This is an optimization exercise on Yosys and OpenROAD, whose aim is small area, a short achievable clock period and few clock cycles, not a production implementation. RTL that was checked went through simulation tests only; none was proved equivalent to the original. For runs 1 to 4, only the layout was checked, not whether the RTL still works. Power is estimated from default activity; no workload was simulated.

<file path="flow/design.v">
module rs_serial #(
    parameter int AM = 2
) (
    input  logic        i_clk,
    input  logic        i_rst_n,
    input  logic        i_load,
    input  logic [4:0]  i_pend,
    input  logic [15:0] i_x,
    input  logic [15:0] i_y,
    input  logic [15:0] i_right,
    input  logic [15:0] i_bottom,
    input  logic [15:0] i_cx,
    input  logic [15:0] i_cy,
    input  logic [15:0] i_cr,
    input  logic [15:0] i_cb,
    input  logic        i_sum,
    input  logic [15:0] i_cw,
    input  logic [15:0] i_ch,
    output logic [16:0] o_cr,
    output logic [16:0] o_cb,
    output logic        o_free,
    output logic        o_valid,
    input  logic        i_ready,
    output logic [15:0] o_x,
    output logic [15:0] o_y,
    output logic [15:0] o_width,
    output logic [15:0] o_height,
    output logic [2:0]  o_side,
    output logic        o_last
);
    logic [15:0] r_x, r_y, r_r, r_b;
    logic [4:0]  r_cur;
    logic [4:1]  r_rest;
    logic [4:0]  ld_cur, nx_cur;
    logic [4:1]  ld_rest, nx_rest;
    logic        busy, last, move;
    logic        r_busy, r_last;
    function automatic logic [4:0] first(input logic [4:0] p);
        if (p[0])      first = 5'b00001;
        else if (p[1]) first = 5'b00010;
        else if (p[2]) first = 5'b00100;
        else if (p[3]) first = 5'b01000;
        else           first = {p[4], 4'b0000};
    endfunction
    assign ld_cur  = first(i_pend);
    assign ld_rest = i_pend[4:1] & ~ld_cur[4:1];
    assign nx_cur  = first({r_rest, 1'b0});
    assign nx_rest = r_rest & ~nx_cur[4:1];
    assign busy    = r_busy;
    assign last    = r_last;
    assign move    = busy && (!o_valid || i_ready);
    assign o_free  = !busy || (move && last);
    always_ff @(posedge i_clk) begin
        if (!i_rst_n) begin
            r_cur  <= '0;
            r_rest <= '0;
            r_busy <= 1'b0;
            r_last <= 1'b1;
        end else if (i_load) begin
            r_cur  <= ld_cur;
            r_rest <= ld_rest;
            r_busy <= (i_pend != 5'b00000);
            r_last <= (ld_rest == 4'b0000);
        end else if (move) begin
            r_cur  <= nx_cur;
            r_rest <= nx_rest;
            r_busy <= !last;
            r_last <= (nx_rest == 4'b0000);
        end
    end
    always_ff @(posedge i_clk) begin
        if (i_load || (move && r_cur[1])) r_y <= i_load ? i_y : i_cy;
        if (i_load || (move && r_cur[2])) r_b <= i_load ? i_bottom : i_cb;
        if (i_load) begin
            r_x <= i_x;
            r_r <= i_right;
        end
    end
    logic [15:0] n_x, n_y, wa, ha;
    logic [16:0] ws, hs;
    assign n_x = r_cur[4] ? i_cr : r_x;
    assign n_y = r_cur[2] ? i_cb : r_y;
    assign wa  = (r_cur[3] || i_sum) ? i_cx : r_r;
    assign ha  = (r_cur[1] || i_sum) ? i_cy : r_b;
    rs_add #(.N(16), .MODE(AM)) u_w (.i_a(wa), .i_b(i_sum ? i_cw : ~n_x), .i_cin(!i_sum), .o_s(ws));
    rs_add #(.N(16), .MODE(AM)) u_h (.i_a(ha), .i_b(i_sum ? i_ch : ~n_y), .i_cin(!i_sum), .o_s(hs));
    assign o_cr = ws;
    assign o_cb = hs;
    always_ff @(posedge i_clk) begin
        if (!i_rst_n) begin
            o_valid <= 1'b0;
        end else if (move) begin
            o_valid <= 1'b1;
        end else if (i_ready) begin
            o_valid <= 1'b0;
        end
    end
    always_ff @(posedge i_clk) begin
        if (move) begin
            o_x      <= n_x;
            o_y      <= n_y;
            o_width  <= ws[15:0];
            o_height <= hs[15:0];
            o_side   <= {r_cur[4], r_cur[2] || r_cur[3], r_cur[1] || r_cur[3]};
            o_last   <= last;
        end
    end
endmodule
module rs_carry #(
    parameter int N    = 16,
    parameter int MODE = 0
) (
    input  logic [N-1:0] i_g,
    input  logic [N-1:0] i_p,
    input  logic         i_cin,
    output logic [N:0]   o_c
);
    localparam int L = $clog2(N + 1);
    logic [N:0] g;
    logic [N:0] p;
    always_comb begin
        g = {i_g, i_cin};
        p = {i_p, 1'b0};
        if (MODE == 0) begin
            for (int l = 0; l < L; l++) begin
                for (int i = N; i >= 0; i--) begin
                    if (((i >> l) & 1) == 1) begin
                        g[i] = g[i] | (p[i] & g[((i >> l) << l) - 1]);
                        p[i] = p[i] & p[((i >> l) << l) - 1];
                    end
                end
            end
        end else if (MODE == 1) begin
            for (int i = 1; i <= N; i++) begin
                g[i] = g[i] | (p[i] & g[i-1]);
            end
        end else begin
            for (int d = 1; d <= N; d = d * 2) begin
                for (int i = 2 * d - 1; i <= N; i = i + 2 * d) begin
                    g[i] = g[i] | (p[i] & g[i-d]);
                    p[i] = p[i] & p[i-d];
                end
            end
            for (int d = 1 << L; d >= 1; d = d / 2) begin
                for (int i = 3 * d - 1; i <= N; i = i + 2 * d) begin
                    g[i] = g[i] | (p[i] & g[i-d]);
                    p[i] = p[i] & p[i-d];
                end
            end
        end
        o_c = g;
    end
endmodule
module rs_add #(
    parameter int N    = 16,
    parameter int MODE = 0
) (
    input  logic [N-1:0] i_a,
    input  logic [N-1:0] i_b,
    input  logic         i_cin,
    output logic [N:0]   o_s
);
    logic [N:0] c;
    rs_carry #(.N(N), .MODE(MODE)) u_c (.i_g(i_a & i_b), .i_p(i_a ^ i_b), .i_cin(i_cin), .o_c(c));
    assign o_s = {c[N], (i_a ^ i_b) ^ c[N-1:0]};
endmodule
module rs_cmp #(
    parameter int N    = 16,
    parameter int MODE = 0
) (
    input  logic [N-1:0] i_a,
    input  logic [N-1:0] i_b,
    input  logic         i_ge,
    output logic         o_gt
);
    logic [N:0] c;
    rs_carry #(.N(N), .MODE(MODE)) u_c (.i_g(i_a & ~i_b), .i_p(i_a | ~i_b), .i_cin(i_ge), .o_c(c));
    assign o_gt = c[N];
endmodule
module rs_cmp3 #(
    parameter int N    = 16,
    parameter int MODE = 0
) (
    input  logic [N-1:0] i_a,
    input  logic [N-1:0] i_b,
    input  logic [N:0]   i_c,
    input  logic         i_ge,
    output logic         o_gt
);
    logic [N:0] n, s, k, k2;
    logic [N+1:0] c;
    assign n  = ~i_c;
    assign s  = {1'b0, i_a} ^ {1'b0, i_b} ^ n;
    assign k  = ({1'b0, i_a} & {1'b0, i_b}) | ({1'b0, i_a} & n) | ({1'b0, i_b} & n);
    assign k2 = {k[N-1:0], 1'b0};
    rs_carry #(.N(N+1), .MODE(MODE)) u_c (.i_g(s & k2), .i_p(s | k2), .i_cin(i_ge), .o_c(c));
    assign o_gt = c[N+1];
endmodule
module rectangle_subtract (
    input  logic        i_clk,
    input  logic        i_rst_n,
    input  logic        i_rect_valid,
    output logic        o_rect_ready,
    input  logic [15:0] i_rect_x,
    input  logic [15:0] i_rect_y,
    input  logic [15:0] i_rect_width,
    input  logic [15:0] i_rect_height,
    input  logic        i_cfg_valid,
    output logic        o_cfg_ready,
    input  logic [1:0]  i_cfg_index,
    input  logic [15:0] i_cfg_data,
    output logic        o_piece_valid,
    input  logic        i_piece_ready,
    output logic [15:0] o_piece_x,
    output logic [15:0] o_piece_y,
    output logic [15:0] o_piece_width,
    output logic [15:0] o_piece_height,
    output logic [2:0]  o_piece_side,
    output logic        o_piece_last
);
    localparam int IM = 0;
    logic [15:0] r_cx, r_cy, r_cw, r_ch;
    logic [16:0] r_cr, r_cb, cr_s, cb_s;
    logic        r_wr;
    assign o_cfg_ready = 1'b1;
    always_ff @(posedge i_clk) begin
        if (!i_rst_n || (i_cfg_valid && i_cfg_index == 2'd0)) r_cx <= i_rst_n ? i_cfg_data : '0;
        if (!i_rst_n || (i_cfg_valid && i_cfg_index == 2'd1)) r_cy <= i_rst_n ? i_cfg_data : '0;
        if (!i_rst_n || (i_cfg_valid && i_cfg_index == 2'd2)) r_cw <= i_rst_n ? i_cfg_data : '0;
        if (!i_rst_n || (i_cfg_valid && i_cfg_index == 2'd3)) r_ch <= i_rst_n ? i_cfg_data : '0;
    end
    always_ff @(posedge i_clk) begin
        if (r_wr) begin
            r_cr <= cr_s;
            r_cb <= cb_s;
        end
        r_wr <= !i_rst_n || i_cfg_valid;
    end
    logic [16:0] in_rr, in_rb;
    logic        in_top, in_bot, in_left, in_right, in_cont, in_ovl, in_hpos;
    logic        ov_l, ov_t, ov_r, ov_b;
    logic [4:0]  in_pend;
    rs_add #(.N(16), .MODE(IM)) u_rr (.i_a(i_rect_x), .i_b(i_rect_width), .i_cin(1'b0), .o_s(in_rr));
    rs_add #(.N(16), .MODE(IM)) u_rb (.i_a(i_rect_y), .i_b(i_rect_height), .i_cin(1'b0), .o_s(in_rb));
    rs_cmp #(.N(16)) u_top (.i_a(r_cy), .i_b(i_rect_y), .i_ge(1'b0), .o_gt(in_top));
    rs_cmp #(.N(16)) u_lft (.i_a(r_cx), .i_b(i_rect_x), .i_ge(1'b0), .o_gt(in_left));
    rs_cmp3 #(.N(16)) u_bot (.i_a(i_rect_y), .i_b(i_rect_height), .i_c(r_cb), .i_ge(1'b0), .o_gt(in_bot));
    rs_cmp3 #(.N(16)) u_rgt (.i_a(i_rect_x), .i_b(i_rect_width), .i_c(r_cr), .i_ge(1'b0), .o_gt(in_right));
    rs_cmp3 #(.N(16)) u_ovl (.i_a(i_rect_x), .i_b(i_rect_width), .i_c({1'b0, r_cx}), .i_ge(1'b0), .o_gt(ov_l));
    rs_cmp3 #(.N(16)) u_ovt (.i_a(i_rect_y), .i_b(i_rect_height), .i_c({1'b0, r_cy}), .i_ge(1'b0), .o_gt(ov_t));
    rs_cmp #(.N(17)) u_ovr (.i_a(r_cr), .i_b({1'b0, i_rect_x}), .i_ge(1'b0), .o_gt(ov_r));
    rs_cmp #(.N(17)) u_ovb (.i_a(r_cb), .i_b({1'b0, i_rect_y}), .i_ge(1'b0), .o_gt(ov_b));
    assign in_cont  = !in_top && !in_left && !in_bot && !in_right;
    assign in_ovl   = ov_l && ov_t && ov_r && ov_b;
    assign in_hpos  = (r_ch != 16'd0) && (i_rect_height != 16'd0);
    assign in_pend  = in_cont ? 5'b00000 :
                      !in_ovl ? 5'b00001 :
                      {in_right && in_hpos, in_left && in_hpos, in_bot, in_top, 1'b0};
    logic       rfree, accept;
    logic       r_cq;
    rs_serial u_rs_serial (
        .i_clk    (i_clk),
        .i_rst_n  (i_rst_n),
        .i_load   (accept),
        .i_pend   (in_pend),
        .i_x      (i_rect_x),
        .i_y      (i_rect_y),
        .i_right  (in_rr[15:0]),
        .i_bottom (in_rb[15:0]),
        .i_cx     (r_cx),
        .i_cy     (r_cy),
        .i_cr     (r_cr[15:0]),
        .i_cb     (r_cb[15:0]),
        .i_sum    (r_wr),
        .i_cw     (r_cw),
        .i_ch     (r_ch),
        .o_cr     (cr_s),
        .o_cb     (cb_s),
        .o_free   (rfree),
        .o_valid  (o_piece_valid),
        .i_ready  (i_piece_ready),
        .o_x      (o_piece_x),
        .o_y      (o_piece_y),
        .o_width  (o_piece_width),
        .o_height (o_piece_height),
        .o_side   (o_piece_side),
        .o_last   (o_piece_last)
    );
    assign accept       = i_rect_valid && rfree && !r_wr;
    assign o_rect_ready = (rfree && !r_wr) || r_cq;
    always_ff @(posedge i_clk) begin
        if (!i_rst_n) begin
            r_cq <= 1'b0;
        end else begin
            r_cq <= i_rect_valid && !o_rect_ready && !r_wr && in_cont;
        end
    end
endmodule
</file>
<file path="flow/run.sh">
#!/bin/bash
# synth_recipe.tcl (not shown) runs the flow's synth.tcl, then flattens the netlist and writes it again
# the make line also repeats each setting of config.mk as NAME=value (left out here)
make -C /OpenROAD-flow-scripts/flow DESIGN_CONFIG=/design/flow/config.mk WORK_HOME=/design/flow/orfs CLKGATE_MAP_FILE= SYNTH_SCRIPT=/design/flow/synth_recipe.tcl finish
</file>
<file path="flow/config.mk">
export PLATFORM = sky130hd
export DESIGN_NAME = rectangle_subtract
export DESIGN_NICKNAME = rectangle_subtract
export VERILOG_FILES = /design/flow/design.v
export SDC_FILE = /design/flow/constraint.sdc
export NUM_CORES = 4
export LEC_CHECK = 0
export CAP_MARGIN = 20
export CORE_MARGIN = 2
export CORE_UTILIZATION = 40
export SETUP_SLACK_MARGIN = 2.0
export SLEW_MARGIN = 20
</file>
<file path="flow/constraint.sdc">
create_clock -name core_clock -period 5.0 [get_ports {i_clk}]
set_input_delay 1.0000 -clock core_clock [delete_from_list [all_inputs] [get_ports {i_clk}]]
set_output_delay 1.0000 -clock core_clock [all_outputs]
set_load 0.01 [all_outputs]
</file>
==> results of run 1 <==
[power groups by stage]
stage	logic, uW	registers, uW	clock network, uW
final	2230	2690	2140
after global routing	2460	2710	2260
after CTS	2100	2690	2180
after detailed placement	1860	2740	0
after global placement	1830	2740	0
after floorplan	1250	2680	0
[final cells by class]
| type | count | area, um2 |
|---|---|---|
| Tap cell | 468 | 586 |
| Timing Repair Buffer | 234 | 2150 |
| Clock inverter | 14 | 221 |
| Multi-Input combinational cell | 899 | 7800 |
| Fill cell | 3158 | 17400 |
| Clock buffer | 35 | 716 |
| Antenna cell | 1 | 2.50 |
| Inverter | 107 | 428 |
| Sequential cell | 243 | 7190 |
[state kept, by name (all words and copies together), names as in the netlist, 3 cells and up]
name                  cells
u_rs_serial.r_cur         4
r_ch                     16
u_rs_serial.r_r          16
u_rs_serial.o_side        3
r_cy                     16
r_cb                     17
u_rs_serial.r_rest        4
r_cw                     16
u_rs_serial.o_height     16
r_cx                     16
u_rs_serial.r_b          16
u_rs_serial.r_x          16
u_rs_serial.o_width      16
u_rs_serial.o_y          16
r_cr                     17
u_rs_serial.o_x          16
u_rs_serial.r_y          16
[per-stage QoR]
step,utilization [%],cells,hold slack [ns],power [uW]
2_1_floorplan,-,1278,0.407,3930
6_report,52.3,2001,0.542,7060
5_1_grt,52.3,2000,0.559,7430
3_3_place_gp,46.9,1890,0.454,4570
3_5_place_dp,46.9,1890,0.453,4600
4_1_cts,51.2,1979,0.538,6970
[cell families after synthesis]
group | Yosys count | synth area share, %
compound gates | 321 | 13.7
buf+inv | 136 | 3.57
flops | 243 | 48.4
fa+ha+maj | 175 | 18.6
simple gates | 331 | 10.9
other cells | 1 | 0.0253
xor+xnor | 33 | 1.95
mux | 38 | 2.87
[cell usage after synthesis, drive strengths merged, types with 4 or more instances]
| library cell | n |
|---|---|
| a211oi | 8 |
| a21o | 20 |
| a21oi | 58 |
| a221oi | 7 |
| a222oi | 6 |
| a22oi | 4 |
| a2bb2oi | 4 |
| a31oi | 11 |
| and2 | 21 |
| and3 | 5 |
| clkbuf | 26 |
| dfxtp | 13 |
| edfxtp | 230 |
| fa | 84 |
| ha | 60 |
| inv | 106 |
| maj3 | 31 |
| mux2 | 35 |
| nand2 | 138 |
| nand2b | 23 |
| nand3 | 10 |
| nand4 | 7 |
| nor2 | 49 |
| nor2b | 20 |
| nor3 | 23 |
| nor4 | 12 |
| o21a | 5 |
| o21ai | 129 |
| o221ai | 5 |
| o22ai | 17 |
| o31ai | 5 |
| or2 | 10 |
| xnor2 | 11 |
| xor2 | 22 |
[worst max-delay path by stage]
stage                              start                 endpoint  slack (ns)  cells past startpoint
floorplan                           r_wr                 r_cr[14]        1.48                     17
global placement            i_rect_x[13]       u_rs_serial.r_last        0.64                     10
detailed placement          i_rect_x[13]       u_rs_serial.r_last        0.61                     10
CTS                 u_rs_serial.r_cur[4]  u_rs_serial.o_width[14]        1.67                     13
global route        u_rs_serial.r_cur[4]                 r_cr[15]        1.64                     11
finish              u_rs_serial.r_cur[4]                 r_cr[15]        1.74                     12
[metal layers]
metal,vias to the layer above,track usage [%]
li1,5160,-
met1,5481,30.3
met2,316,35.3
met3,62,2.67
met4,0,6.14
met5,-,0
[cells in the final DEF (no fill, tap or decap), types with 20 or more instances in the layout]
master / count
a21oi_1: 48
and2_1: 21
clkbuf_16: 29
xor2_1: 20
fa_1: 67
clkdlybuf4s50_1: 90
mux2_2: 31
buf_4: 63
maj3_1: 23
ha_1: 49
nor2b_1: 20
o21ai_0: 79
edfxtp_1: 230
buf_2: 20
nand2_1: 135
nand2b_1: 22
nor2_1: 44
o21ai_1: 34
inv_1: 87
[tightest hold or removal path, cell delays in order (launching register included)]
cell and delay (ns):
dfxtp_1 0.32, inv_1 0.10, a21oi_1 0.07
[repair_timing]
action,4_1_cts,5_1_grt
setup endpoints to repair,77,55
resized for setup,302,115
cloned,0,2
setup buffers,40,19
pin swaps,60,49
==> qor.csv, run 1 <==
metric,value,unit
IO Count,158,
CTS tree,done,
minimum clock period,3.26,ns
vias in the first global route,10800,
r2r endpoint,r_cr[15],
crit path buf inv count,0,
"Cell Chain, Critical Path",mux2_4 > o21ai_2 > ha_1 > a21o_1 > a21o_1 > a21o_1 > a31o_4 > a41oi_4 > a21oi_4 > a21boi_4 > o21ai_2 > fa_2,
DP Area,17100,um2
Initial Util,40.5,%
maximum buffer depth of the clock tree,3,
GRT Overall Usage,21.6,%
die span in x,196,um
P_int,4830,uW
fraction of final layout cells sized beyond drive strength 1,23.2,%
"Seq/Total Area, Yosys",48.4,%
fin crit share,65.2,%
nature of the critical path endpoint,flip-flop,
Hold Crit Endpoint,u_rs_serial.o_valid,
Max Cap Violations,0,
switching share of total power,31.6,%
core region area,36500,um2
share of the synthesized area in the top cell type,46.7,%
DR vias/cell,5.51,
final worst slack,1.74,ns
Hold Path Stages,2,
Clock power frac,30.2,%
largest net degree at the start of global routing,66,
RSZ-0062 raised after global routing,true,
initial antenna violation count,1,
H-Tree Level Count,1,
critical path's most frequent cell,a21o_1,
crit path max-delay cell type,fa_2,
met2 WL,20200,um
hpwl dp,31000,um
"Area growth, synth to finish",29.0,%
PortBufs,156,
Mean Syn Cell Area,11.6,um2
Peak VDD IR,0.259,mV
status,finished clean,
"flops & latches, synth",243,
cts hold-fix bufs,0,
Worst R2R Start,u_rs_serial.r_cur[4],
startpoint types,flip-flop,
M1 wire length,19200,um
worst hold path type,flip-flop to flip-flop,
nets,1743,
setup TNS,0,ns
Worst Hold Launch,u_rs_serial.r_busy,
dpl ws,0.608,ns
WL met3,2070,um
sequential share of power,38.1,%
via total after detailed routing,11000,
Cell Rows,70,
Post-DRT Antenna Nets,0,
WL final,42800,um
Die Height,196,um
mapped cell area,14800,um2
Critical Path Max Stage Delay,0.47,ns
Synth area leaders,"edfxtp_1 (47%), fa_1 (11%), ha_1 (5.1%)",
Initial DRT Pass Iterations,5,
"Design Area, Final",19100,um2
"CTS clk-pin slew, worst paths",0.07,ns
Final setup viols,0,
DR iter-0 viols,838,
drt drc,0,
CTS Root Cell,clkbuf_16,
syn nets,1509,
GRT overflow,0,
Worst slew margin,50.7,%
CP Class,flip-flop to flip-flop,
first-pass GRT wire length,63500,um
Worst Max-Slew Pin Slew,0.732,ns
Pwr Density,370,nW/um2
Async SR Flop Fraction,0,%
cell accounting for the most synthesized area,edfxtp_1,
Final Hold Vio Count,0,
internal reg-to-reg setup slack,1.74,ns
switching pwr,2230,uW
Combinational Power Share,31.6,%
TritonCTS Sinks,243,
Worst Path Arrival,3.54,ns
crit path max fanout,5,
number of buffers created by CTS,27,
DR top layer,met4,
number of warnings issued by yosys,5,
Lkg Pwr,0.00730,uW
cell count after synthesis,1278,
wire per inst,21.4,um
Synth cell types,86,
"CP delay by family, top",compound AO/OA/AOI/OAI gates,
insertion delay to the later sink of the worst-skew pair,0.54,ns
required time worst endpoint,5.28,ns
Fin Clk Skew,0.0263,ns
number of synthesized flops with an enable pin,230,
f_max,307,MHz
final max-slew violation count,0,
GPL Wtd Cong,0.873,
ys flop type,edfxtp_1,
die footprint,38600,um2
R2R cell count,12,
==> run 2: changes to the inputs <==
--- a/flow/config.mk
+++ b/flow/config.mk
@@ -8,5 +8,5 @@
 export CAP_MARGIN = 20
 export CORE_MARGIN = 2
 export CORE_UTILIZATION = 40
-export SETUP_SLACK_MARGIN = 2.0
+export SETUP_SLACK_MARGIN = 1.5
 export SLEW_MARGIN = 20
==> run 2 against run 1 <==
  * Clock-buffer cell count shrank 2
  * Clock power grew 8%
  * Design area is 2.7% lower
  * Critical endpoint is now r_cb[15]
==> qor.csv, run 2 <==
metric,value,unit,change
most instantiated cells after synthesis,"edfxtp_1 (230), nand2_1 (138), o21ai_0 (110)",,
crit path max fanout,5,,unchanged
minimum clock period,3.47,ns,+0.206 ns
status,finished clean,,
"CTS clk-pin slew, worst paths",0.06,ns,about the same
initial antenna violation count,0,,-1
Worst Max-Slew Pin Slew,0.868,ns,+0.136 ns
RSZ-0062 raised after global routing,true,,
DR vias/cell,5.43,,-1.4%
Inserted Diodes,0,,-1
TritonCTS Sinks,243,,unchanged
Mean Syn Cell Area,11.6,um2,unchanged
top flop regs,"r_cb (17), r_cr (17)",,
Total Power,7000,uW,-0.85%
crit path max-delay cell type,fa_1,,
Peak VDD IR,0.303,mV,+17%
WL final,40900,um,-4.4%
crit path buf inv count,2,,+2
number of synthesized flops with an enable pin,230,,unchanged
"Cell Chain, Critical Path",buf_12 > nor2_4 > mux2i_2 > fa_2 > inv_2 > a21o_1 > a21o_1 > a21o_1 > a31o_4 > a41oi_4 > a21oi_4 > a21boi_2 > o21ai_2 > fa_1,,
via total after detailed routing,10700,,-3.0%
Final Hold Vio Count,0,,unchanged
syn nets,1509,,unchanged
Layout Cells excl Fill,1968,,-1.6%
cell accounting for the most synthesized area,edfxtp_1,,
first-pass GRT wire length,62300,um,-1.8%
insertion delay to the later sink of the worst-skew pair,0.55,ns,about the same
mapped cell area,14800,um2,unchanged
worst hold path type,flip-flop to flip-flop,,
"CP delay by family, top",compound AO/OA/AOI/OAI gates,,
die span in x,196,um,unchanged
Pwr Density,377,nW/um2,+1.9%
maximum buffer depth of the clock tree,3,,unchanged
f_max,288,MHz,-6.0%
GRT overflow,0,,unchanged
Async SR Flop Fraction,0,%,unchanged
number of warnings issued by yosys,5,,unchanged
CP Class,flip-flop to flip-flop,,
core region area,36500,um2,unchanged
required time worst endpoint,5.28,ns,about the same
critical path's most frequent cell,a21o_1,,
ys flop type,edfxtp_1,,
"commonest cells after routing, fill and taps aside","edfxtp_1 (230), nand2_1 (137), clkdlybuf4s50_1 (116)",,
cell count after synthesis,1278,,unchanged
hpwl dp,30800,um,-0.64%
Critical Path Max Stage Delay,0.50,ns,+0.03 ns
"Seq/Total Area, Yosys",48.4,%,unchanged
most frequent cell after synthesis,edfxtp_1,,
DR iter-0 viols,828,,-1.2%
"flops & latches, synth",243,,unchanged
setup TNS,0,ns,unchanged
"most common cell after layout, fill and taps aside",edfxtp_1,,
Worst Path Arrival,3.74,ns,+0.20 ns
PortBufs,156,,unchanged
internal reg-to-reg setup slack,1.53,ns,-0.21 ns
fraction of final layout cells sized beyond drive strength 1,14.1,%,-9.2 points
nature of the critical path endpoint,flip-flop,,
share of the synthesized area in the top cell type,46.7,%,unchanged
Fin Clk Skew,0.00923,ns,-0.0170 ns
GRT Overall Usage,21.0,%,-0.56 points
fill cell count,3200,,+1.3%
H-Tree Level Count,1,,unchanged
fin crit share,69.4,%,+4.1 points
Synth cell types,86,,unchanged
CTS tree,done,,
Initial DRT Pass Iterations,7,,+2
Final setup viols,0,,unchanged
drt drc,0,,unchanged
"Area growth, synth to finish",25.6,%,
vias in the first global route,10800,,-0.046%
CTS Root Cell,clkbuf_16,,
Post-DRT Antenna Nets,0,,unchanged
Lkg Pwr,0.00722,uW,-1.1%
cts hold-fix bufs,0,,unchanged
wire per inst,20.8,um,-2.8%
Synth area leaders,"edfxtp_1 (47%), fa_1 (11%), ha_1 (5.1%)",,
number of buffers created by CTS,28,,+3.7%
GPL Wtd Cong,0.886,,+1.4%
final max-slew violation count,0,,unchanged
Max Cap Violations,0,,unchanged
nets,1709,,-2.0%
Die Height,196,um,unchanged
Worst slew margin,42.0,%,-8.8 points
Cell Rows,70,,unchanged
total placed cells including tap cells,1895,,+0.26%
IO Count,158,,unchanged
Initial Util,40.5,%,unchanged
largest net degree at the start of global routing,51,,-23%
die footprint,38600,um2,unchanged
startpoint types,flip-flop,,
## run 2: cell type report
class	count	area [um2]	share of cell area, %
clock buffer	33	741	3.99
inverter	107	419	2.26
sequential	243	7180	38.6
tap	468	586	3.15
multi-input combinational	899	7400	39.8
clock inverter	19	297	1.60
timing repair buffer	199	1960	10.6
## run 2: power by group
group          switching (uW)  internal [uW]  total (uW)  leakage [uW]
sequential                163           2530        2690       0.00229
combinational            1130            856        1990       0.00443
clock                     853           1470        2320      0.000507
## run 2: kinds of logic (layout without fill, tap and decap cells)
family	count (synthesis)	in the layout	synth area share, %
adders and majority gates	175	175	18.6
buffers and inverters	136	358	3.57
and+or+nand+nor	331	331	10.9
other	1	1	0.0253
AOI/OAI and AO/OA	321	321	13.7
muxes	38	38	2.87
xor gates and xnor gates	33	33	1.95
DFF	243	243	48.4
## run 2: path summary, 6_finish.rpt
check                startpoint                 end  depth (start not counted)
min          u_rs_serial.r_last  u_rs_serial.o_last                          0
max reg2reg                r_wr            r_cb[15]                         14
max                        r_wr            r_cb[15]                         14
min reg2reg  u_rs_serial.r_last  u_rs_serial.o_last                          0
## run 2: per-stage QoR
| stage | utilization, % | hold WS (ns) | setup slack, ns | cell area, um2 |
|---|---|---|---|---|
| after floorplan | - | 0.407 | 1.44 | 14900 |
| after global placement | 46.7 | 0.470 | 0.625 | 17100 |
| after detailed placement | 46.7 | 0.462 | 0.579 | 17100 |
| after CTS | 50.0 | 0.494 | 1.50 | 18300 |
| after global routing | 50.9 | 0.504 | 1.43 | 18600 |
| final | 50.9 | 0.503 | 1.53 | 18600 |
## run 2: repair_timing
| item | 4_1_cts | 5_1_grt |
|---|---|---|
| buffers inserted | 8 | 12 |
| cloned | 0 | 1 |
| resized for setup | 60 | 57 |
| pin swaps | 11 | 30 |
| setup endpoints to repair | 48 | 28 |
## run 2: routing by layer
| metal | track usage [%] | share of wire [%] |
|---|---|---|
| met1 | 29.2 | 45 |
| met4 | 6.40 | 2.8 |
| met2 | 34.0 | 47 |
| met5 | 0 | 0 |
| met3 | 3.29 | 5.4 |
==> run 3: changes to the inputs <==
--- a/flow/design.v
+++ b/flow/design.v
@@ -82,8 +82,14 @@
     assign n_y = r_cur[2] ? i_cb : r_y;
     assign wa  = (r_cur[3] || i_sum) ? i_cx : r_r;
     assign ha  = (r_cur[1] || i_sum) ? i_cy : r_b;
-    rs_add #(.N(16), .MODE(AM)) u_w (.i_a(wa), .i_b(i_sum ? i_cw : ~n_x), .i_cin(!i_sum), .o_s(ws));
-    rs_add #(.N(16), .MODE(AM)) u_h (.i_a(ha), .i_b(i_sum ? i_ch : ~n_y), .i_cin(!i_sum), .o_s(hs));
+    logic [15:0] wb, hb;
+    assign wb = i_sum ? i_cw : ~n_x;
+    assign hb = i_sum ? i_ch : ~n_y;
+    logic [17:0] wt, ht;
+    assign wt = {1'b0, wa, 1'b1} + {1'b0, wb, !i_sum};
+    assign ht = {1'b0, ha, 1'b1} + {1'b0, hb, !i_sum};
+    assign ws = wt[17:1];
+    assign hs = ht[17:1];
     assign o_cr = ws;
     assign o_cb = hs;
     always_ff @(posedge i_clk) begin
--- a/flow/config.mk
+++ b/flow/config.mk
@@ -8,5 +8,5 @@
 export CAP_MARGIN = 20
 export CORE_MARGIN = 2
 export CORE_UTILIZATION = 40
-export SETUP_SLACK_MARGIN = 1.5
+export SETUP_SLACK_MARGIN = 2.5
 export SLEW_MARGIN = 20
==> run 3 against run 2 <==
  * Synthesized cell count grew 6.8%
  * Cell count grew 8.2%
  * Sequential power is essentially flat
  * Wire length grew 11%
  * Die area grew 1.6%
  * Global-route usage grew 1.7 points
  * Via count grew 10%
  * Fmax grew 3.6%
  * Clock skew grew 0.0031 ns
==> qor.csv, run 3 <==
metric,value,unit,change
required time worst endpoint,5.50,ns,+0.22 ns
core region area,37300,um2,+2.2%
"Seq/Total Area, Yosys",47.6,%,-0.80 points
startpoint types,input port,,
largest net degree at the start of global routing,39,,-24%
Cell Rows,71,,+1.4%
status,finished clean,,
f_max,299,MHz,+3.6%
PortBufs,156,,unchanged
GRT overflow,0,,unchanged
"Design Area, Final",20100,um2,+8.3%
Max Cap Violations,0,,unchanged
share of the synthesized area in the top cell type,45.9,%,-0.77 points
insertion delay to the later sink of the worst-skew pair,0.56,ns,about the same
die span in x,198,um,+0.81%
die footprint,39200,um2,+1.6%
Synth area leaders,"edfxtp_1 (46%), fa_1 (9.0%), ha_1 (5.3%)",,
DR vias/cell,5.52,,+1.6%
RSZ-0062 raised after global routing,true,,
fill cell count,3322,,+3.8%
Fin Clk Skew,0.0123,ns,+0.00306 ns
Pwr Density,358,nW/um2,-4.9%
Seq. cell area,7180,um2,about the same
maximum buffer depth of the clock tree,3,,unchanged
syn nets,1584,,+5.0%
TritonCTS Sinks,243,,unchanged
cts hold-fix bufs,0,,unchanged
"commonest cells after routing, fill and taps aside","edfxtp_1 (230), nand2_1 (150), inv_1 (99)",,
vias in the first global route,11600,,+7.1%
most instantiated cells after synthesis,"edfxtp_1 (230), nand2_1 (159), o21ai_0 (128)",,
CTS Root Cell,clkbuf_16,,
DP Area,17500,um2,+2.4%
Final setup viols,0,,unchanged
total placed cells including tap cells,1984,,+4.7%
drt drc,0,,unchanged
cell accounting for the most synthesized area,edfxtp_1,,
area of the multi-input gates,8350,um2,+13%
"flops & latches, synth",243,,unchanged
DR iter-0 viols,971,,+17%
wire per inst,21.3,um,+2.4%
"CTS clk-pin slew, worst paths",0.06,ns,about the same
Layout Cells excl Fill,2129,,+8.2%
final max-slew violation count,0,,unchanged
Synth cell types,81,,-5.8%
via total after detailed routing,11800,,+10%
top flop regs,"r_cb (17), r_cr (17)",,
Die Height,198,um,+0.81%
hpwl dp,31500,um,+2.4%
number of warnings issued by yosys,4,,-1
most frequent cell after synthesis,edfxtp_1,,
cell count after synthesis,1365,,+6.8%
worst hold path type,flip-flop to flip-flop,,
Final Util,53.9,%,+3.0 points
crit path max fanout,2,,-3
Post-DRT Antenna Nets,0,,unchanged
Mean Syn Cell Area,11.0,um2,-4.8%
WL final,45300,um,+11%
GRT Overall Usage,22.7,%,+1.7 points
nets,1851,,+8.3%
Worst slew margin,31.9,%,-10 points
minimum clock period,3.35,ns,-0.122 ns
dpl ws,0.490,ns,-0.0889 ns
final worst slack,1.65,ns,+0.122 ns
IO Count,158,,unchanged
Worst Path Arrival,3.84,ns,+0.10 ns
Initial Util,40.3,%,-0.19 points
fraction of final layout cells sized beyond drive strength 1,25.5,%,+11 points
H-Tree Level Count,1,,unchanged
Worst Max-Slew Pin Slew,1.02,ns,+0.147 ns
mapped cell area,15000,um2,+1.7%
ys flop type,edfxtp_1,,
nature of the critical path endpoint,flip-flop,,
Initial DRT Pass Iterations,7,,unchanged
fin crit share,66.9,%,-2.4 points
number of buffers created by CTS,28,,unchanged
CP Class,input port to flip-flop,,
CTS tree,done,,
"most common cell after layout, fill and taps aside",edfxtp_1,,
"Area growth, synth to finish",33.7,%,
Peak VDD IR,0.243,mV,-20%
initial antenna violation count,0,,unchanged
first-pass GRT wire length,67500,um,+8.2%
Lkg Pwr,0.00774,uW,+7.1%
GPL Wtd Cong,0.905,,+2.2%
setup TNS,0,ns,unchanged
Final Hold Vio Count,0,,unchanged
Async SR Flop Fraction,0,%,unchanged
number of synthesized flops with an enable pin,230,,unchanged
==> run 3: repair_timing <==
item	in CTS	in global routing
cloned	5	1
buffers inserted	64	22
pin swaps	104	68
setup endpoints to repair	209	157
resized for setup	399	104
==> run 3: through the flow <==
step / hold WS (ns) / total power [uW]
6_report: 0.526 / 7210
5_1_grt: 0.532 / 7570
4_1_cts: 0.515 / 7030
3_5_place_dp: 0.439 / 4650
3_3_place_gp: 0.476 / 4610
2_1_floorplan: 0.407 / 4020
==> run 3: worst paths after layout <==
kind,depth (start not counted),from,to,slack [ns]
worst max-delay path,11,i_rect_x[3],u_rs_serial.r_rest[3],1.65
worst min-delay path,0,u_rs_serial.r_cur[4],u_rs_serial.o_side[2],0.53
worst max register to register,15,r_wr,r_cr[14],1.71
worst min register to register,0,u_rs_serial.r_cur[4],u_rs_serial.o_side[2],0.53
==> run 3: cell type report <==
cell class,instances,area share [%]
flip-flops and latches,243,35.7
inverters,118,2.28
clock inverters,17,0.653
repair buffers,268,13.1
multi-input cells,972,41.5
repair inverters,1,0.0249
diodes,1,0.0124
well taps,474,2.95
clock buffers,35,3.72
==> run 3: critical path, stage by stage <==
cell and delay, ns:
buf_12 0.10, fa_1 0.56, nor2b_4 0.15, maj3_2 0.19
a311oi_2 0.05, a21oi_2 0.19, maj3_2 0.25, a31oi_4 0.11
or4_4 0.59, or4b_4 0.50, a21boi_1 0.14
==> run 3: routing by layer <==
| layer | vias up | track usage, % | share of wire (%) |
|---|---|---|---|
| met5 | - | 0 | 0 |
| met4 | 0 | 5.65 | 2.1 |
| met3 | 57 | 2.74 | 5.1 |
| met2 | 332 | 37.3 | 47 |
| met1 | 5824 | 32.2 | 46 |
| li1 | 5539 | - | - |
==> run 3: cell families (layout without fill, tap and decap cells) <==
logic type	count (synthesis)	in the layout	synth area share, %
AO/OA/AOI/OAI	342	342	14.4
XOR/XNOR	43	43	2.50
adder cells (fa/ha/maj)	162	162	16.4
buffers and inverters	150	439	3.82
flip-flops	243	243	47.6
multiplexers	39	39	2.88
other	1	2	0.0249
AND/OR/NAND/NOR	385	385	12.4
==> run 3: power breakdown <==
group	leakage [uW]	internal, uW	total, uW	switching [uW]
combinational	0.00501	1150	2530	1370
clock	0.000431	1160	2010	852
sequential	0.00229	2520	2680	154
total	0.00774	4830	7210	2380
==> run 4: changes to the inputs <==
--- a/flow/design.v
+++ b/flow/design.v
@@ -82,14 +82,8 @@
     assign n_y = r_cur[2] ? i_cb : r_y;
     assign wa  = (r_cur[3] || i_sum) ? i_cx : r_r;
     assign ha  = (r_cur[1] || i_sum) ? i_cy : r_b;
-    logic [15:0] wb, hb;
-    assign wb = i_sum ? i_cw : ~n_x;
-    assign hb = i_sum ? i_ch : ~n_y;
-    logic [17:0] wt, ht;
-    assign wt = {1'b0, wa, 1'b1} + {1'b0, wb, !i_sum};
-    assign ht = {1'b0, ha, 1'b1} + {1'b0, hb, !i_sum};
-    assign ws = wt[17:1];
-    assign hs = ht[17:1];
+    rs_add #(.N(16), .MODE(AM)) u_w (.i_a(wa), .i_b(i_sum ? i_cw : ~n_x), .i_cin(!i_sum), .o_s(ws));
+    rs_add #(.N(16), .MODE(AM)) u_h (.i_a(ha), .i_b(i_sum ? i_ch : ~n_y), .i_cin(!i_sum), .o_s(hs));
     assign o_cr = ws;
     assign o_cb = hs;
     always_ff @(posedge i_clk) begin
==> flow/flow/run.sh (new file) <==
#!/bin/bash
# Own layout flow: the standard layout (standard.sh, unchanged synthesis,
# floorplan, power grid, placement, CTS and routing), except that the port
# buffers that global placement inserts on every input and output are plain
# sky130_fd_sc_hd__buf_2 cells instead of the delay-buffer cell buffer_ports
# picks by default. The full output of the run goes to standard.log here;
# each ORFS step's own log is under orfs/logs/.
set -euo pipefail
export BUFFER_PORTS_ARGS="-buffer_cell sky130_fd_sc_hd__buf_2"
bash standard.sh > standard.log 2>&1
==> flow/standard.sh (new file) <==
#!/bin/bash
# synth_recipe.tcl (not shown) runs the flow's synth.tcl, then flattens the netlist and writes it again
# the make line also repeats each setting of config.mk as NAME=value (left out here)
make -C /OpenROAD-flow-scripts/flow DESIGN_CONFIG=/design/flow/config.mk WORK_HOME=/design/flow/orfs CLKGATE_MAP_FILE= SYNTH_SCRIPT=/design/flow/synth_recipe.tcl "${@:-finish}"
--- a/flow/config.mk
+++ b/flow/config.mk
@@ -8,5 +8,6 @@
 export CAP_MARGIN = 20
 export CORE_MARGIN = 2
 export CORE_UTILIZATION = 40
-export SETUP_SLACK_MARGIN = 2.5
+export CTS_BUF_LIST = sky130_fd_sc_hd__clkbuf_8
+export SETUP_SLACK_MARGIN = 2.0
 export SLEW_MARGIN = 20
removed: flow/run.sh
==> run 4 against run 3 <==
  * Global-route usage down 0.89 points
  * Synthesized cell count down 6.4%
  * Worst hold slack worse by 0.014 ns
  * Sequential cell count unchanged
  * Clock-buffer cell count up 10
  * Clock power down 9%
  * Die area down 1.6%
  * Combinational power down 15%
  * Sequential power about the same
  * Clock skew up 0.0076 ns
  * Fmax up 2.5%
  * Critical endpoint is now u_rs_serial.o_width[14]
==> qor.csv, run 4 <==
metric,value,unit,change
sequential share of power,40.3,%,+3.2 points
total placed cells including tap cells,1888,,-4.8%
fin crit share,65.3,%,-1.6 points
Hold Path Stages,0,,unchanged
Async SR Flop Fraction,0,%,unchanged
CP Class,flip-flop to flip-flop,,
GRT Overall Usage,21.9,%,-0.89 points
"flops & latches, synth",243,,unchanged
vias in the first global route,11100,,-4.3%
switching pwr,2280,uW,-4.1%
Worst Path Arrival,3.58,ns,-0.26 ns
Layout Cells excl Fill,2019,,-5.2%
"commonest cells after routing, fill and taps aside","edfxtp_1 (230), buf_2 (141), nand2_1 (135)",,
share of the synthesized area in the top cell type,46.7,%,+0.77 points
final worst slack,1.73,ns,+0.0817 ns
CTS Root Cell,clkbuf_8,,
cell accounting for the most synthesized area,edfxtp_1,,
required time worst endpoint,5.31,ns,-0.19 ns
f_max,306,MHz,+2.5%
Synth cell types,86,,+6.2%
Lkg Pwr,0.00721,uW,-6.8%
Worst Setup SP,u_rs_serial.r_cur[4],,
Initial Util,40.5,%,+0.19 points
fraction of final layout cells sized beyond drive strength 1,29.6,%,+4.1 points
startpoint types,flip-flop,,
dpl ws,1.09,ns,+0.596 ns
die footprint,38600,um2,-1.6%
maximum buffer depth of the clock tree,3,,unchanged
TritonCTS Sinks,243,,unchanged
number of buffers created by CTS,43,,+54%
Fin Hold WS,0.512,ns,-0.0139 ns
core region area,36500,um2,-2.1%
switching share of total power,34.2,%,+1.2 points
"Cell Chain, Critical Path",mux2_4 > o21ai_4 > ha_4 > a21o_1 > a21o_1 > a21o_1 > a31o_4 > a41oi_4 > a21oi_4 > a21boi_2 > inv_1 > fa_2 > xor2_1,,
critical path's most frequent cell,a21o_1,,
cell count after synthesis,1278,,-6.4%
Combinational Power Share,32.2,%,-2.8 points
cts hold-fix bufs,0,,unchanged
CTS tree,done,,
Worst R2R Start,u_rs_serial.r_cur[4],,
Clock power frac,27.5,%,-0.4 points
r2r endpoint,u_rs_serial.o_width[14],,
WL final,42400,um,-6.5%
DR vias/cell,5.45,,-1.2%
syn nets,1509,,-4.7%
via total after detailed routing,11000,,-6.3%
nature of the critical path endpoint,flip-flop,,
hpwl dp,31100,um,-1.2%
most frequent cell after synthesis,edfxtp_1,,
Cell Rows,70,,-1.4%
largest net degree at the start of global routing,51,,+31%
crit path max fanout,5,,+3
Worst slew margin,53.5,%,+22 points
DP Area,16300,um2,-6.7%
status,finished clean,,
"CTS clk-pin slew, worst paths",0.06,ns,about the same
RSZ-0062 raised after global routing,true,,
"Design Area, Final",18300,um2,-9.3%
die span in x,196,um,-0.81%
Final Hold Vio Count,0,,unchanged
internal reg-to-reg setup slack,1.73,ns,+0.02 ns
crit path max-delay cell type,dfxtp_4,,
Worst Setup EP,u_rs_serial.o_width[14],,
minimum clock period,3.27,ns,-0.0817 ns
ys flop type,edfxtp_1,,
IO Count,158,,unchanged
insertion delay to the later sink of the worst-skew pair,0.57,ns,about the same
Critical Path Max Stage Delay,0.41,ns,-0.18 ns
Initial DRT Pass Iterations,5,,-2
Fin Clk Skew,0.0199,ns,+0.00758 ns
"most common cell after layout, fill and taps aside",edfxtp_1,,
PortBufs,156,,unchanged
Worst Max-Slew Pin Slew,0.689,ns,-0.327 ns
Synth area leaders,"edfxtp_1 (47%), fa_1 (11%), ha_1 (5.1%)",,
final max-slew violation count,0,,unchanged
drt drc,0,,unchanged
"Seq/Total Area, Yosys",48.4,%,+0.80 points
initial antenna violation count,1,,+1
setup TNS,0,ns,unchanged
Die Height,196,um,-0.81%
P_int,4400,uW,-9.0%
nets,1748,,-5.6%
DR iter-0 viols,871,,-10%
first-pass GRT wire length,64000,um,-5.2%
most instantiated cells after synthesis,"edfxtp_1 (230), nand2_1 (138), o21ai_0 (110)",,
number of warnings issued by yosys,5,,+1
Peak VDD IR,0.186,mV,-23%
number of synthesized flops with an enable pin,230,,unchanged
Mean Syn Cell Area,11.6,um2,+5.0%
Post-DRT Antenna Nets,0,,unchanged
mapped cell area,14800,um2,-1.6%
Final setup viols,0,,unchanged
Pwr Density,366,nW/um2,+2.1%
top flop regs,"r_cb (17), r_cr (17)",,
"Area growth, synth to finish",23.3,%,
R2R cell count,13,,-2
Max Cap Violations,0,,unchanged
GPL Wtd Cong,0.877,,-3.1%
worst hold path type,flip-flop to flip-flop,,
H-Tree Level Count,2,,+1
GRT overflow,0,,unchanged
Inserted Diodes,0,,-1
wire per inst,21.0,um,-1.4%
run 4: how the worst min path moves through the flow:
stage	start	end	slack (ns)
4_1_cts	u_rs_serial.r_last	u_rs_serial.o_last	0.47
5_1_grt	u_rs_serial.r_last	u_rs_serial.o_last	0.51
3_5_place_dp	u_rs_serial.r_last	u_rs_serial.o_last	0.45
6_report	u_rs_serial.r_last	u_rs_serial.o_last	0.51
2_1_floorplan	u_rs_serial.r_cur[4]	u_rs_serial.o_side[2]	0.41
3_3_place_gp	u_rs_serial.r_last	u_rs_serial.o_last	0.45
run 4: cell families after synthesis:
| kind of cell | count (synthesis) | share of synthesized area (%) |
|---|---|---|
| flip-flops | 243 | 48.4 |
| other | 1 | 0.0253 |
| AND/OR/NAND/NOR | 331 | 10.9 |
| buffers and inverters | 136 | 3.57 |
| adder cells (fa/ha/maj) | 175 | 18.6 |
| multiplexers | 38 | 2.87 |
| XOR/XNOR | 33 | 1.95 |
| AO/OA/AOI/OAI | 321 | 13.7 |
run 4: cell type report:
class | instances | area, um2
clock inverter | 34 | 211
inverter | 107 | 423
fill | 3279 | 18300
clock buffer | 45 | 619
sequential | 243 | 7180
multi-input combinational | 899 | 7750
tap | 468 | 586
timing repair buffer | 223 | 1490
run 4: power groups by stage:
stage | logic [uW] | clock network, uW | registers [uW]
after floorplan | 1250 | 0 | 2680
after global placement | 1790 | 0 | 2730
after detailed placement | 1820 | 0 | 2730
after CTS | 2010 | 1890 | 2690
after global routing | 2380 | 1960 | 2720
final | 2150 | 1830 | 2690
run 4: through the flow:
| stage | util [%] | power (uW) |
|---|---|---|
| after floorplan | - | 3930 |
| after global placement | 44.6 | 4520 |
| after detailed placement | 44.6 | 4550 |
| after CTS | 48.6 | 6580 |
| after global routing | 50.0 | 7060 |
| final | 50.0 | 6680 |
run 4: repair_timing:
item	CTS	global route
resized for setup	94	88
buffers inserted	33	15
setup endpoints to repair	56	54
pin swaps	52	37
cloned	2	1
run 4: critical path: cells and delay by family, from the launching register on:
family | cells | cell delay (ns)
AO/OA/AOI/OAI | 8 | 1.47
multiplexers | 1 | 0.34
XOR/XNOR | 1 | 0.16
adder cells (fa/ha/maj) | 2 | 0.55
flip-flops | 1 | 0.41
buffers and inverters | 1 | 0.08
run 4: metal layers:
metal  share of wire [%]  track usage (%)  wire length (um)
met1                  44             29.5             18700
met2                  47             35.8             20000
met3                 5.8             3.66              2480
met4                 3.0             7.52              1260
met5                   0                0                 0
==> run 5: changes to the inputs <==
--- a/flow/design.v
+++ b/flow/design.v
@@ -115,7 +115,8 @@
     input  logic         i_cin,
     output logic [N:0]   o_c
 );
-    localparam int L = $clog2(N + 1);
+    localparam int L = (N + 1 <= 2) ? 1 : (N + 1 <= 4) ? 2 : (N + 1 <= 8) ? 3 :
+                       (N + 1 <= 16) ? 4 : (N + 1 <= 32) ? 5 : 6;
     logic [N:0] g;
     logic [N:0] p;
     always_comb begin
==> run 5 against run 4 <==
  * Global-route usage is the same
  * Setup slack is the same
  * Critical endpoint unchanged
  * Register-to-register slack is essentially flat
  * Critical path type unchanged
  * Critical path depth is the same
==> qor.csv, run 5 <==
metric,value,unit,change
largest net degree at the start of global routing,51,,unchanged
"flops & latches, synth",243,,unchanged
Initial DRT Pass Iterations,5,,unchanged
Combinational Power Share,32.2,%,about the same
hpwl dp,31100,um,unchanged
Clock power frac,27.5,%,about the same
"commonest cells after routing, fill and taps aside","edfxtp_1 (230), buf_2 (141), nand2_1 (135)",,
CTS Root Cell,clkbuf_8,,
setup TNS,0,ns,unchanged
Async SR Flop Fraction,0,%,unchanged
mapped cell area,14800,um2,unchanged
Layout Cells excl Fill,2019,,unchanged
nature of the critical path endpoint,flip-flop,,
first-pass GRT wire length,64000,um,unchanged
switching share of total power,34.2,%,unchanged
Critical Path Max Stage Delay,0.41,ns,about the same
DR vias/cell,5.45,,unchanged
Synth cell types,86,,unchanged
"Seq/Total Area, Yosys",48.4,%,unchanged
Post-DRT Antenna Nets,0,,unchanged
Post-Synth Adder-Cell Area,18.6,%,unchanged
share of the synthesized area in the top cell type,46.7,%,unchanged
via total after detailed routing,11000,,unchanged
"Area growth, synth to finish",23.3,%,unchanged
area of the multi-input gates,7750,um2,unchanged
CTS tree,done,,
die footprint,38600,um2,unchanged
Peak VDD IR,0.186,mV,unchanged
dpl ws,1.09,ns,unchanged
Synth area leaders,"edfxtp_1 (47%), fa_1 (11%), ha_1 (5.1%)",,
post-synthesis compound-gate area fraction,13.7,%,unchanged
top flop regs,"r_cb (17), r_cr (17)",,
drt drc,0,,unchanged
"Design Area, Final",18300,um2,unchanged
"Cell Chain, Critical Path",mux2_4 > o21ai_4 > ha_4 > a21o_1 > a21o_1 > a21o_1 > a31o_4 > a41oi_4 > a21oi_4 > a21boi_2 > inv_1 > fa_2 > xor2_1,,
cell count after synthesis,1278,,unchanged
GRT Overall Usage,21.9,%,unchanged
Seq. cell area,7180,um2,unchanged
PortBufs,156,,unchanged
Final Util,50.0,%,unchanged
insertion delay to the later sink of the worst-skew pair,0.57,ns,about the same
required time worst endpoint,5.31,ns,about the same
ys flop type,edfxtp_1,,
switching pwr,2280,uW,unchanged
core region area,36500,um2,unchanged
final max-slew violation count,0,,unchanged
"most common cell after layout, fill and taps aside",edfxtp_1,,
Mean Syn Cell Area,11.6,um2,unchanged
Lkg Pwr,0.00721,uW,unchanged
Cell Rows,70,,unchanged
most instantiated cells after synthesis,"edfxtp_1 (230), nand2_1 (138), o21ai_0 (110)",,
post-synthesis simple-gate area fraction,10.9,%,unchanged
vias in the first global route,11100,,unchanged
mux cell area share after synthesis,2.87,%,unchanged
H-Tree Level Count,2,,unchanged
fill cell count,3279,,unchanged
GRT overflow,0,,unchanged
cell accounting for the most synthesized area,edfxtp_1,,
P_int,4400,uW,unchanged
Worst Max-Slew Pin Slew,0.689,ns,unchanged
nets,1748,,unchanged
number of synthesized flops with an enable pin,230,,unchanged
startpoint types,flip-flop,,
syn nets,1509,,unchanged
Worst slew margin,53.5,%,unchanged
fin crit share,65.3,%,unchanged
Initial Util,40.5,%,unchanged
wire per inst,21.0,um,unchanged
Final Hold Vio Count,0,,unchanged
Final setup viols,0,,unchanged
Worst Path Arrival,3.58,ns,about the same
RSZ-0062 raised after global routing,true,,
most frequent cell after synthesis,edfxtp_1,,
crit path max fanout,5,,unchanged
DP Area,16300,um2,unchanged
worst hold path type,flip-flop to flip-flop,,
f_max,306,MHz,unchanged
crit path max-delay cell type,dfxtp_4,,
Inserted Diodes,0,,unchanged
minimum clock period,3.27,ns,unchanged
xor-xnor portion of the synthesized cell area,1.95,%,unchanged
maximum buffer depth of the clock tree,3,,unchanged
largest family of logic cells by synthesized area,adder cells,,
DR iter-0 viols,871,,unchanged
number of buffers created by CTS,43,,unchanged
Pwr Density,366,nW/um2,unchanged
fraction of final layout cells sized beyond drive strength 1,29.6,%,unchanged
number of warnings issued by yosys,5,,unchanged
status,finished clean,,
"CTS clk-pin slew, worst paths",0.06,ns,about the same
Die Height,196,um,unchanged
critical path's most frequent cell,a21o_1,,
total placed cells including tap cells,1888,,unchanged
CP Class,flip-flop to flip-flop,,
Fin Clk Skew,0.0199,ns,unchanged
sequential share of power,40.3,%,about the same
Max Cap Violations,0,,unchanged
TritonCTS Sinks,243,,unchanged
final worst slack,1.73,ns,unchanged
IO Count,158,,unchanged
initial antenna violation count,1,,unchanged
GPL Wtd Cong,0.877,,unchanged
WL final,42400,um,unchanged
die span in x,196,um,unchanged
==> run 5: cell counts in the layout (fill, tap and decap cells not counted) <==
No cell type changed its count.
==> run 5: metrics by stage <==
step,power [uW],hold WS [ns]
2_1_floorplan,3930,0.407
3_3_place_gp,4520,0.450
3_5_place_dp,4550,0.447
4_1_cts,6580,0.469
5_1_grt,7060,0.512
6_report,6680,0.512
==> run 5: area by class of cell <==
type	count	area share, %
Clock inverter	34	1.16
Timing Repair Buffer	223	8.14
Tap cell	468	3.21
Clock buffer	45	3.39
Inverter	107	2.32
Sequential cell	243	39.3
Multi-Input combinational cell	899	42.5
==> run 5: power by group through the flow <==
stage / Clock [uW] / Combinational (uW) / Sequential [uW]
2_1_floorplan: 0 / 1250 / 2680
3_3_place_gp: 0 / 1790 / 2730
3_5_place_dp: 0 / 1820 / 2730
4_1_cts: 1890 / 2010 / 2690
5_1_grt: 1960 / 2380 / 2720
6_report: 1830 / 2150 / 2690
==> run 5: cell families (layout without fill, tap and decap cells) <==
family,count (synthesis),count (layout)
compound gates,321,321
fa+ha+maj,175,175
xor+xnor,33,33
mux,38,38
simple gates,331,331
buf+inv,136,409
other cells,1,1
flops,243,243
==> run 5: timing repair <==
item,CTS,global route
buffers inserted,33,15
gates resized for setup,94,88
pin swaps,52,37
cloned,2,1
endpoints found under the setup margin,56,54
hold endpoints to repair,0,0
hold buffers,0,0
==> run 5: final timing paths <==
path / from / depth (start not counted) / endpoint / slack (ns)
worst min register to register: u_rs_serial.r_last / 0 / u_rs_serial.o_last / 0.51
worst max-delay path: u_rs_serial.r_cur[4] / 13 / u_rs_serial.o_width[14] / 1.73
worst min-delay path: u_rs_serial.r_last / 0 / u_rs_serial.o_last / 0.51
worst max register to register: u_rs_serial.r_cur[4] / 13 / u_rs_serial.o_width[14] / 1.73
==> run 5: per-layer routing <==
metal  track usage [%]  wire length [um]  vias to the layer above
li1                  -                 -                     5161
met1              29.5             18700                     5419
met2              35.8             20000                      350
met3              3.66              2480                       78
met4              7.52              1260                        0
met5                 0                 0                        -
==> run 5: worst max-delay path, delay by kind of cell (launching register included) <==
family	cells	cell delay, ns
AOI/OAI and AO/OA	8	1.47
xor gates and xnor gates	1	0.16
adders and majority gates	2	0.55
buffers and inverters	1	0.08
DFF	1	0.41
muxes	1	0.34
Testbench counts of run 5, summed over its fixed seeds: cycles 25,044.
==> run 6: changes to the inputs <==
--- a/flow/config.mk
+++ b/flow/config.mk
@@ -5,6 +5,7 @@
 export SDC_FILE = /design/flow/constraint.sdc
 export NUM_CORES = 4
 export LEC_CHECK = 0
+export ABC_AREA = 1
 export CAP_MARGIN = 20
 export CORE_MARGIN = 2
 export CORE_UTILIZATION = 40
==> run 6 against run 5 <==
  * Still clean on timing, DRC and antenna
  * Global-route usage barely moved
  * Total power rose by 2.6%
  * Register-to-register slack barely moved
  * First-iteration DRC count rose by 11%
  * Area after synthesis rose by 1.1%
  * Non-clock buffer count fell by 6
  * Critical endpoint is now r_cb[14]
  * Largest cell class unchanged
==> qor.csv, run 6 <==
metric,value,unit,change
Worst Max-Slew Pin Slew,1.11,ns,+0.418 ns
crit path max fanout,20,,+15
H-Tree Level Count,2,,unchanged
worst hold path type,flip-flop to flip-flop,,
final worst slack,1.74,ns,+0.00285 ns
Cell Rows,70,,unchanged
Peak VDD IR,0.173,mV,-7.2%
die footprint,39000,um2,+1.1%
Synth area leaders,"edfxtp_1 (46%), fa_1 (11%), nand2_1 (11%)",,
drt drc,0,,unchanged
M1 wire length,18800,um,+0.76%
TritonCTS Sinks,243,,unchanged
cell accounting for the most synthesized area,edfxtp_1,,
number of warnings issued by yosys,5,,unchanged
most frequent cell after synthesis,nand2_1,,
met2 WL,20200,um,+0.84%
switching pwr,2450,uW,+7.3%
required time worst endpoint,5.32,ns,about the same
wire per inst,18.1,um,-14%
via total after detailed routing,11900,,+7.8%
most instantiated cells after synthesis,"nand2_1 (426), edfxtp_1 (230), inv_1 (177)",,
"most common cell after layout, fill and taps aside",nand2_1,,
PortBufs,156,,unchanged
top flop regs,"r_cb (17), r_cr (17)",,
"flops & latches, synth",243,,unchanged
hpwl dp,30600,um,-1.8%
GPL Wtd Cong,0.860,,-1.9%
number of synthesized flops with an enable pin,230,,unchanged
f_max,307,MHz,about the same
Synth cell types,47,,-45%
P_int,4410,uW,+0.21%
RSZ-0062 raised after global routing,true,,
switching share of total power,35.7,%,+1.6 points
Total Power,6860,uW,+2.6%
CTS Root Cell,clkbuf_8,,
Final Hold Vio Count,0,,unchanged
vias in the first global route,11800,,+7.1%
maximum buffer depth of the clock tree,3,,unchanged
Max Cap Violations,0,,unchanged
final max-slew violation count,0,,unchanged
Initial DRT Pass Iterations,5,,unchanged
Final setup viols,0,,unchanged
nets,2049,,+17%
DR vias/cell,5.11,,-6.3%
startpoint types,flip-flop,,
cts hold-fix bufs,0,,unchanged
GRT overflow,0,,unchanged
first-pass GRT wire length,64900,um,+1.5%
Die Height,197,um,+0.55%
Post-DRT Antenna Nets,0,,unchanged
GRT Overall Usage,21.9,%,+0.023 points
fraction of final layout cells sized beyond drive strength 1,24.5,%,-5.1 points
cell count after synthesis,1582,,+24%
initial antenna violation count,0,,-1
"Design Area, Final",18200,um2,-0.45%
Worst Path Arrival,3.58,ns,about the same
crit path max-delay cell type,dfxtp_4,,
Mean Syn Cell Area,9.46,um2,-18%
share of the synthesized area in the top cell type,46.1,%,-0.52 points
"Cell Chain, Critical Path",clkinvlp_4 > buf_4 > buf_4 > buf_4 > o21ai_2 > o21ai_0 > ha_1 > a21oi_1 > o21ai_2 > nand2_1 > nand2_2 > nand3_2 > nand2_2 > buf_4 > fa_2 > xor2_2,,
"Seq/Total Area, Yosys",47.9,%,-0.54 points
"Area growth, synth to finish",21.4,%,
minimum clock period,3.26,ns,-0.00285 ns
IO Count,158,,unchanged
Pwr Density,377,nW/um2,+3.1%
Initial Util,40.8,%,+0.26 points
DR iter-0 viols,968,,+11%
Combinational Power Share,33.8,%,+1.6 points
status,finished clean,,
Final Util,49.5,%,-0.46 points
setup TNS,0,ns,unchanged
CP Class,flip-flop to flip-flop,,
WL met3,2360,um,-4.6%
sequential share of power,39.2,%,-1.1 points
Inserted Diodes,0,,unchanged
core region area,36700,um2,+0.48%
syn nets,1813,,+20%
Async SR Flop Fraction,0,%,unchanged
WL final,42100,um,-0.76%
mapped cell area,15000,um2,+1.1%
crit path buf inv count,5,,+4
DR top layer,met4,,
number of buffers created by CTS,45,,+4.7%
dpl ws,0.962,ns,-0.124 ns
nature of the critical path endpoint,flip-flop,,
"CTS clk-pin slew, worst paths",0.06,ns,about the same
ys flop type,edfxtp_1,,
DP Area,16400,um2,+0.71%
"CP delay by family, top",buffers and inverters,,
Worst slew margin,26.2,%,-27 points
Lkg Pwr,0.00807,uW,+12%
Critical Path Max Stage Delay,0.38,ns,-0.03 ns
Fin Clk Skew,0.0251,ns,+0.00527 ns
"commonest cells after routing, fill and taps aside","nand2_1 (398), edfxtp_1 (230), inv_1 (188)",,
fin crit share,65.2,%,about the same
insertion delay to the later sink of the worst-skew pair,0.58,ns,about the same
critical path's most frequent cell,buf_4,,
CTS tree,done,,
Clock power frac,27.0,%,-0.5 points
die span in x,197,um,+0.55%
largest net degree at the start of global routing,91,,+78%
## run 6: what timing repair did
item / CTS / global route
setup endpoints to repair: 49 / 37
gates resized for setup: 90 / 90
gates cloned: 3 / 0
pin swaps: 34 / 50
setup buffers: 37 / 14
## run 6: path summary, 6_finish.rpt
| check | from | end | slack, ns | depth (start not counted) |
|---|---|---|---|---|
| hold reg to reg | r_cq | r_cq | 0.50 | 3 |
| setup / recovery | u_rs_serial.r_cur[2] | r_cb[14] | 1.74 | 16 |
| setup reg to reg | u_rs_serial.r_cur[2] | r_cb[14] | 1.74 | 16 |
| hold / removal | r_cq | r_cq | 0.50 | 3 |
## run 6: layout make-up
type                    instances  area [um2]
multi-input cells            1109        7410
well taps                     468         586
clock inverters                29         125
repair buffers                217        1350
repair inverters                2        15.0
flip-flops and latches        243        7180
inverters                     200         763
clock buffers                  54         743
fillers                      3407       18500
## run 6: kinds of logic (layout without fill, tap and decap cells)
group           count (synthesis)  count (layout)  share of synthesized area (%)
simple gates                  652             653                           18.0
compound gates                274             274                           9.84
flops                         243             243                           47.9
buf+inv                       231             502                           5.83
fa+ha+maj                     144             144                           16.3
xor+xnor                       36              36                           2.11
other cells                     1               1                         0.0251
mux                             1               1                         0.0752
## run 6: metal layers
layer,vias to the layer above,track usage [%]
li1,5731,-
met1,5728,30.6
met2,358,35.9
met3,51,3.16
met4,0,5.49
met5,-,0
## run 6: worst reg2reg max path: stages, from the launching register on
cell and delay (ns):
dfxtp_4 0.38, clkinvlp_4 0.16, buf_4 0.17, buf_4 0.14, buf_4 0.22, o21ai_2 0.25, o21ai_0 0.12, ha_1 0.35
a21oi_1 0.21, o21ai_2 0.10, nand2_1 0.08, nand2_2 0.07, nand3_2 0.07, nand2_2 0.05, buf_4 0.13, fa_2 0.35
xor2_2 0.15
## run 6: stage by stage
| step | cells | hold slack [ns] |
|---|---|---|
| 2_1_floorplan | 1582 | 0.408 |
| 3_3_place_gp | 2185 | 0.416 |
| 3_5_place_dp | 2185 | 0.428 |
| 4_1_cts | 2308 | 0.504 |
| 5_1_grt | 2322 | 0.519 |
| 6_report | 2322 | 0.503 |
## run 6: power groups by stage
stage | Combinational (uW) | Sequential [uW] | Clock (uW)
after floorplan | 1400 | 2690 | 0
after global placement | 1970 | 2730 | 0
after detailed placement | 2030 | 2730 | 0
after CTS | 2170 | 2690 | 1900
after global routing | 2610 | 2710 | 1990
final | 2320 | 2690 | 1850
==> run 7: changes to the inputs <==
--- a/flow/config.mk
+++ b/flow/config.mk
@@ -5,10 +5,9 @@
 export SDC_FILE = /design/flow/constraint.sdc
 export NUM_CORES = 4
 export LEC_CHECK = 0
-export ABC_AREA = 1
 export CAP_MARGIN = 20
 export CORE_MARGIN = 2
-export CORE_UTILIZATION = 40
+export CORE_UTILIZATION = 55
 export CTS_BUF_LIST = sky130_fd_sc_hd__clkbuf_8
 export SETUP_SLACK_MARGIN = 2.0
 export SLEW_MARGIN = 20
==> run 7 against run 6 <==
  * Critical path depth shrank 2
  * Wire length shrank 5.9%
  * Via count shrank 7.6%
  * Fmax decreased by 2.6%
  * Clock-buffer cell count down 9
  * Clock skew is 0.0032 ns lower
  * Synthesized cell count down 19%
  * Cell count shrank 19%
  * Combinational power decreased by 9.5%
  * Total power down 4.4%
  * Register-to-register slack lost 0.09 ns
  * Sequential share of layout area rose by 0.88 points
  * Still clean on timing, DRC and antenna
==> qor.csv, run 7 <==
metric,value,unit,change
Max Cap Violations,0,,unchanged
Final setup viols,0,,unchanged
status,finished clean,,
largest family of logic cells by synthesized area,adder cells,,
RSZ-0062 raised after global routing,true,,
Worst R2R Start,u_rs_serial.r_cur[4],,
DP Area,16200,um2,-1.6%
Critical Path Max Stage Delay,0.34,ns,-0.04 ns
Cell Rows,60,,-14%
CP Class,flip-flop to flip-flop,,
ys flop type,edfxtp_1,,
Clock power frac,26.8,%,-0.2 points
minimum clock period,3.35,ns,+0.0876 ns
GPL Wtd Cong,0.914,,+6.3%
Hold Crit Endpoint,u_rs_serial.o_valid,,
via total after detailed routing,11000,,-7.6%
TritonCTS Sinks,243,,unchanged
Die Height,168,um,-15%
crit path buf inv count,2,,-3
number of warnings issued by yosys,5,,unchanged
WL final,39600,um,-5.9%
share of the synthesized area in the top cell type,46.7,%,+0.52 points
Mean Syn Cell Area,11.6,um2,+22%
internal reg-to-reg setup slack,1.65,ns,-0.09 ns
Worst Max-Slew Pin Slew,1.00,ns,-0.104 ns
P_int,4360,uW,-0.98%
switching share of total power,33.4,%,-2.3 points
f_max,299,MHz,-2.6%
die span in x,168,um,-15%
fraction of final layout cells sized beyond drive strength 1,27.6,%,+3.1 points
sequential share of power,41.2,%,+2.0 points
Pwr Density,369,nW/um2,-2.3%
Total Power,6550,uW,-4.4%
insertion delay to the later sink of the worst-skew pair,0.55,ns,-0.03 ns
"CTS clk-pin slew, worst paths",0.06,ns,about the same
xor-xnor portion of the synthesized cell area,1.95,%,-0.15 points
switching pwr,2190,uW,-11%
Post-DRT Antenna Nets,0,,unchanged
"commonest cells after routing, fill and taps aside","edfxtp_1 (230), buf_2 (144), nand2_1 (136)",,
"most common cell after layout, fill and taps aside",edfxtp_1,,
CTS Root Cell,clkbuf_8,,
Worst Path Arrival,3.65,ns,+0.07 ns
number of buffers created by CTS,44,,-2.2%
critical path's most frequent cell,a21o_1,,
startpoint types,flip-flop,,
top flop regs,"r_cb (17), r_cr (17)",,
cell count after synthesis,1278,,-19%
most frequent cell after synthesis,edfxtp_1,,
die footprint,28200,um2,-28%
-- run 7: changes by cell type after synthesis, sizes merged, moves of 18 or more --
cell	change
nand3	-35
maj3	+31
nor2b	+20
nand2b	+23
and2	+21
o21ai	-48
a21o	+18
nor2	-75
nand2	-307
mux2	+34
inv	-94
-- run 7: area by class of cell --
| cell class | count | area (um2) |
|---|---|---|
| multi-input cells | 899 | 7600 |
| well taps | 341 | 427 |
| fillers | 2083 | 8880 |
| repair buffers | 209 | 1350 |
| flip-flops and latches | 243 | 7180 |
| clock buffers | 45 | 619 |
| inverters | 107 | 423 |
| clock inverters | 29 | 174 |
-- run 7: how the worst max path moves through the flow --
stage                              start                       end  cells past startpoint
floorplan                           r_wr                  r_cr[14]                     17
global placement                    r_wr                  r_cb[15]                     13
detailed placement                  r_wr  u_rs_serial.o_height[15]                     13
CTS                 u_rs_serial.r_cur[4]                  r_cr[14]                     14
global route                        r_wr                  r_cr[14]                     14
finish              u_rs_serial.r_cur[4]                  r_cr[14]                     14
-- run 7: worst register-to-register path: stages, from the launching register on --
cell      delay, ns
dfxtp_2        0.34
buf_8          0.13
mux2_4         0.33
o21ai_4        0.16
ha_1           0.24
a21o_1         0.20
a21o_1         0.17
a21o_1         0.18
a31o_4         0.25
a41oi_4        0.21
a21oi_4        0.11
a21boi_2       0.21
inv_1          0.08
fa_2           0.34
xor2_1         0.16
-- run 7: power by group through the flow --
stage,Sequential (uW),Clock [uW],Combinational (uW)
finish,2700,1760,2100
global route,2720,1870,2330
CTS,2690,1790,1960
detailed placement,2730,0,1790
global placement,2730,0,1760
floorplan,2680,0,1250
-- run 7: routing by layer --
metal	wire, um	GRT usage (%)	part of all wire, %	vias to the layer above
met5	0	0	0	-
met4	870	7.37	2.2	0
met3	2290	4.07	5.8	67
met2	18900	46.1	48	363
met1	17600	39.7	44	5404
li1	-	-	-	5131
-- run 7: cells by family (layout without fill, tap and decap cells) --
logic type / Yosys count / after routing
fa+ha+maj: 175 / 175
xor+xnor: 33 / 33
flops: 243 / 243
compound gates: 321 / 321
mux: 38 / 38
simple gates: 331 / 331
other cells: 1 / 1
buf+inv: 136 / 390
-- run 7: repair_timing --
item,in CTS,in global routing
endpoints found under the setup margin,55,52
buffers inserted,25,12
pin swaps,48,42
resized for setup,71,72
-- run 7: per-stage QoR --
stage          setup slack (ns)  cells  util [%]
6_report                   1.65   1873      66.7
5_1_grt                    1.51   1873      66.7
4_1_cts                    1.62   1861      65.3
3_5_place_dp               1.16   1762      60.6
3_3_place_gp               1.17   1762      60.6
2_1_floorplan              1.48   1278         -
